What follows belongs to an exercise in optimizing a design on an open flow for small area; a production flow would make more cautious choices. Function was checked by simulation only, so behaviour that the tests miss may differ from the original.

Setup of lane 1:
==> flow/design.v <==
package calc_pkg;
  localparam int DATA_W  = 16;   
  localparam int DIGIT_W = 4;    
  localparam int KEY_W   = 5;    
  typedef logic [DATA_W-1:0] data_t;
  typedef enum logic [1:0] {
    OP_ADD = 2'd0,
    OP_SUB = 2'd1,
    OP_MUL = 2'd2,
    OP_DIV = 2'd3
  } op_t;
  localparam logic [DIGIT_W-1:0] KEY_NEG = 4'd4;   
  localparam logic [DIGIT_W-1:0] KEY_EQ  = 4'd5;   
  localparam logic [DIGIT_W-1:0] KEY_AC  = 4'd6;   
  typedef struct packed {
    logic               is_func;   
    logic [DIGIT_W-1:0] value;     
  } digit_key_t;
  typedef struct packed {
    logic               is_func;   
    logic [DIGIT_W-1:0] code;      
  } func_key_t;
  typedef union packed {
    digit_key_t digit;
    func_key_t  func;
  } key_code_t;
endpackage
`timescale 1ns/1ns
module calc_top (
  input  logic                       clk,
  input  logic                       rst_n,
  input  logic [calc_pkg::KEY_W-1:0] i_key,
  input  logic                       i_key_valid,
  output logic                       o_key_ready,
  input  logic                       i_signed_mode,
  output calc_pkg::data_t            o_disp_data,
  output logic                       o_disp_valid,
  input  logic                       i_disp_ready,
  output logic [3:0]                 o_op_lamps,
  output logic                       o_error
);
  localparam logic [3:0] U_IDLE = 4'd0;    
  localparam logic [3:0] U_SHOW = 4'd1;    
  localparam logic [3:0] U_CLRS = 4'd2;    
  localparam logic [3:0] U_PCLR = 4'd3;    
  localparam logic [3:0] U_PMOV = 4'd4;    
  localparam logic [3:0] U_FIX  = 4'd5;    
  localparam logic [3:0] U_NEG  = 4'd6;    
  localparam logic [3:0] U_CPYS = 4'd7;    
  localparam logic [3:0] U_CPYN = 4'd8;    
  localparam logic [3:0] U_CPYC = 4'd9;    
  localparam logic [3:0] U_DA   = 4'd10;   
  localparam logic [3:0] U_DIV  = 4'd11;   
  localparam logic [3:0] U_ADD  = 4'd12;   
  localparam logic [3:0] U_SUB  = 4'd13;
  localparam logic [3:0] U_MUL  = 4'd14;
  localparam logic [3:0] U_DZ   = 4'd15;   
  localparam logic [2:0] M_A   = 3'd0;   
  localparam logic [2:0] M_B0  = 3'd1;   
  localparam logic [2:0] M_B1  = 3'd2;   
  localparam logic [2:0] M_EQ  = 3'd3;   
  localparam logic [2:0] M_ERR = 3'd4;   
  localparam logic [2:0] M_B0M = 3'd5;   
  localparam logic [2:0] M_EQM = 3'd7;   
  logic [3:0]  u;
  logic [3:0]  cnt;
  logic [2:0]  mode;
  logic        neg;     
  logic [1:0]  op;
  logic        negq;    
  logic        nega;    
  logic [15:0] x;
  logic [15:0] y;
  logic [16:0] z;
  logic        p_y, p_z, p_b, p_16, q_g, q_inv, a_cin;
  logic [16:0] p, q, s;
  assign p[15:0] = (p_y ? y : 16'd0) | (p_z ? {z[14:0], 1'b0} : 16'd0) |
                   {11'd0, p_16, 3'd0, p_b};
  assign p[16]   = p_z & z[15];
  assign q       = {q_inv, ({16{q_g}} & x) ^ {16{q_inv}}};
  logic [17:0] c;
  assign c[0] = a_cin;
  for (genvar i = 0; i < 17; i++)
  begin : g_add
    assign s[i]   = p[i] ^ q[i] ^ c[i];
    assign c[i+1] = (p[i] & q[i]) | (p[i] & c[i]) | (q[i] & c[i]);
  end
  logic cnt0, cnt15, sgn;
  assign cnt0  = (cnt == 4'd0);
  assign cnt15 = (cnt == 4'd15);
  assign sgn   = i_signed_mode;
  always_comb
  begin
    p_y   = 1'b0;
    p_z   = 1'b0;
    p_b   = 1'b0;
    p_16  = 1'b0;
    q_g   = 1'b0;
    q_inv = 1'b0;
    a_cin = 1'b0;
    case (u)
      U_PMOV: q_g = 1'b1;
      U_FIX:  begin p_16 = 1'b1; q_g = 1'b1; q_inv = 1'b1; a_cin = 1'b1; end
      U_NEG, U_DZ: begin q_g = 1'b1; q_inv = 1'b1; a_cin = 1'b1; end
      U_CPYS, U_CPYN, U_CPYC: p_y = 1'b1;
      U_ADD:  begin p_y = 1'b1; q_g = 1'b1; end
      U_SUB:  begin p_y = 1'b1; q_g = 1'b1; q_inv = 1'b1; a_cin = 1'b1; end
      U_DA:   begin p_y = 1'b1; q_inv = 1'b1; end
      U_MUL:  begin p_z = !cnt0; q_g = y[15]; end
      U_DIV:
      begin
        p_z   = !cnt0;
        p_b   = y[15] ^ nega;
        q_g   = 1'b1;
        q_inv = cnt0 | !z[16];
        a_cin = cnt0 | !z[16];
      end
      default: ;
    endcase
  end
  logic       kf;
  logic       is_func;
  logic [3:0] code;
  logic [3:0] dd;      
  assign kf      = (u == U_IDLE) && i_key_valid;
  assign is_func = i_key[4];
  assign code    = i_key[3:0];
  assign dd      = neg ? (4'd0 - code) : code;
  logic [3:0] calc_u;
  assign calc_u = {2'b11, op};
  assign o_key_ready  = (u == U_IDLE);
  assign o_disp_valid = (u == U_SHOW);
  assign o_disp_data  = x;
  assign o_error      = (mode == M_ERR);
  assign o_op_lamps   = ((mode == M_B0) || (mode == M_B1) || (mode == M_B0M)) ?
                        (4'b0001 << op) : 4'b0000;
  always_ff @(posedge clk or negedge rst_n)
  begin
    if (!rst_n)
    begin
      u    <= U_CLRS;
      cnt  <= 4'd0;
      mode <= M_A;
      neg  <= 1'b0;
    end
    else
    begin
      case (u)
        U_IDLE:
        begin
          if (kf)
          begin
            if (is_func && code == calc_pkg::KEY_AC)
            begin
              mode <= M_A;
              neg  <= 1'b0;
              u    <= U_CLRS;
            end
            else if (mode != M_ERR)
            begin
              if (!is_func)
              begin
                if (mode == M_EQ)
                  mode <= M_A;
                else if (mode == M_B0)
                  mode <= M_B1;
                u <= (neg && code != 4'd0) ? U_FIX : U_SHOW;
              end
              else if (code == calc_pkg::KEY_NEG)
              begin
                if (sgn)
                begin
                  if (mode == M_EQ)
                  begin
                    mode <= M_EQM;
                    u    <= U_CPYN;
                  end
                  else
                  begin
                    neg <= !neg;
                    u   <= U_NEG;
                  end
                end
              end
              else if (code[3:2] == 2'b00)
              begin
                if (mode == M_B1)
                begin
                  neg  <= 1'b0;
                  mode <= M_B0M;
                  u    <= calc_u;
                end
                else if (mode == M_A)
                begin
                  neg  <= 1'b0;
                  mode <= M_B0M;
                  u    <= U_SHOW;
                end
                else
                begin
                  mode <= M_B0M;
                  u    <= U_CPYS;
                end
              end
              else if (code == calc_pkg::KEY_EQ)
              begin
                if (mode == M_B1)
                begin
                  neg  <= 1'b0;
                  mode <= M_EQM;
                  u    <= calc_u;
                end
                else if (mode == M_B0)
                begin
                  neg  <= 1'b0;
                  mode <= M_EQM;
                  u    <= U_CPYC;
                end
              end
            end
          end
        end
        U_SHOW:
        begin
          if (i_disp_ready)
            u <= (mode == M_B0M || mode == M_EQM) ? U_PMOV : U_IDLE;
        end
        U_CLRS: u <= U_SHOW;
        U_PCLR:
        begin
          mode <= (mode == M_B0M) ? M_B0 : M_EQ;
          u    <= U_IDLE;
        end
        U_PMOV: u <= U_PCLR;
        U_FIX:  u <= U_NEG;
        U_NEG:  u <= U_SHOW;
        U_CPYS: u <= U_SHOW;
        U_CPYN: u <= U_NEG;
        U_CPYC: u <= calc_u;
        U_DA:   u <= U_DIV;
        U_DIV:
        begin
          cnt <= cnt + 4'd1;
          if (cnt15)
            u <= U_CPYN;
        end
        U_ADD:  u <= U_SHOW;
        U_SUB:  u <= U_SHOW;
        U_MUL:
        begin
          cnt <= cnt + 4'd1;
          if (cnt15)
            u <= U_SHOW;
        end
        U_DZ:
        begin
          if (!s[16])
          begin
            mode <= M_ERR;   
            u    <= U_IDLE;
          end
          else
            u <= U_DA;
        end
        default: ;
      endcase
    end
  end
  always_ff @(posedge clk)
  begin
    if (kf && is_func && code[3:2] == 2'b00 && mode != M_ERR)
      op <= code[1:0];
    if (kf && is_func && code == calc_pkg::KEY_NEG)
      negq <= 1'b1;
    if (u == U_FIX)
      negq <= 1'b1;
    if (u == U_DZ)
      negq <= sgn && x[15];
    if (u == U_DA)
    begin
      negq <= negq ^ (sgn && y[15]);
      nega <= sgn && y[15];
    end
  end
  always_ff @(posedge clk)
  begin
    z <= s;
    if (kf && !is_func && mode != M_ERR)
      x <= {x[11:0], dd};
    else if ((u == U_CLRS) || (u == U_PCLR) || (u == U_FIX) || (u == U_ADD) ||
             (u == U_SUB) || (u == U_CPYS) || (u == U_CPYN) || (u == U_CPYC) ||
             (u == U_NEG && negq) || (u == U_DZ && sgn && x[15]) ||
             (u == U_MUL && cnt15))
      x <= s[15:0];
    if ((u == U_PMOV) || (u == U_DA && sgn && y[15]))
      y <= s[15:0];
    else if ((u == U_MUL) || (u == U_DIV))
      y <= {y[14:0], !s[16]};
  end
endmodule
Settings: LEC_CHECK=0, ABC_AREA=1, CAP_MARGIN=20, CORE_MARGIN=2, CORE_UTILIZATION=60, CTS_BUF_LIST=sky130_fd_sc_hd__clkbuf_4, CTS_CLUSTER_SIZE=40, SLEW_MARGIN=20; clock period 45.0 ns.
run.sh (not shown) runs the stock make flow with config.mk's settings and CLKGATE_MAP_FILE= SYNTH_SCRIPT=/design/flow/synth_recipe.tcl, a recipe that flattens the netlist after the stock synthesis.
Relative to lane 1, the following input files were edited for lane 2:
- removing CTS_CLUSTER_SIZE (formerly 40)
- removing CTS_BUF_LIST (formerly sky130_fd_sc_hd__clkbuf_4)
## What came out
Lane 2 completed end to end with timing, DRC and antenna clean.
Lane 2 packs its core more tightly than lane 1.
Between lane 1 and lane 2, the flow reports wire length increasing slightly.
Against lane 1, maximum frequency in lane 2 rose slightly.

-- re-timing with driven ports --
The results above use ideal ports. As a check the final layouts listed here were re-extracted and re-timed, cells and wires unchanged.
Step 1: set_driving_cell puts a clkbuf_16 on clk and a buf_2 on each other input, an assumption about the parent block.
Step 2 moves the port delays by t, midway between the first and last clock arrival at a register: inputs arrive t later, outputs are due t later. That takes back most of the time a late clock gives input paths.
Three values: ideal, step 1, step 2; two values: the first two.
run	t (ns)	slack for setup (ns)	worst hold slack (ns)
lane 1	0.441	33.797 / 33.770 / 33.585	0.534 / 0.534 / 0.534
lane 2	0.373	33.870 / 33.838 / 33.581	0.529 / 0.529 / 0.529
After both steps setup and hold are still met in every run listed. The setup slack of lane 2, which loses most, moves by -0.032 ns with the drivers and by -0.289 ns with both steps.
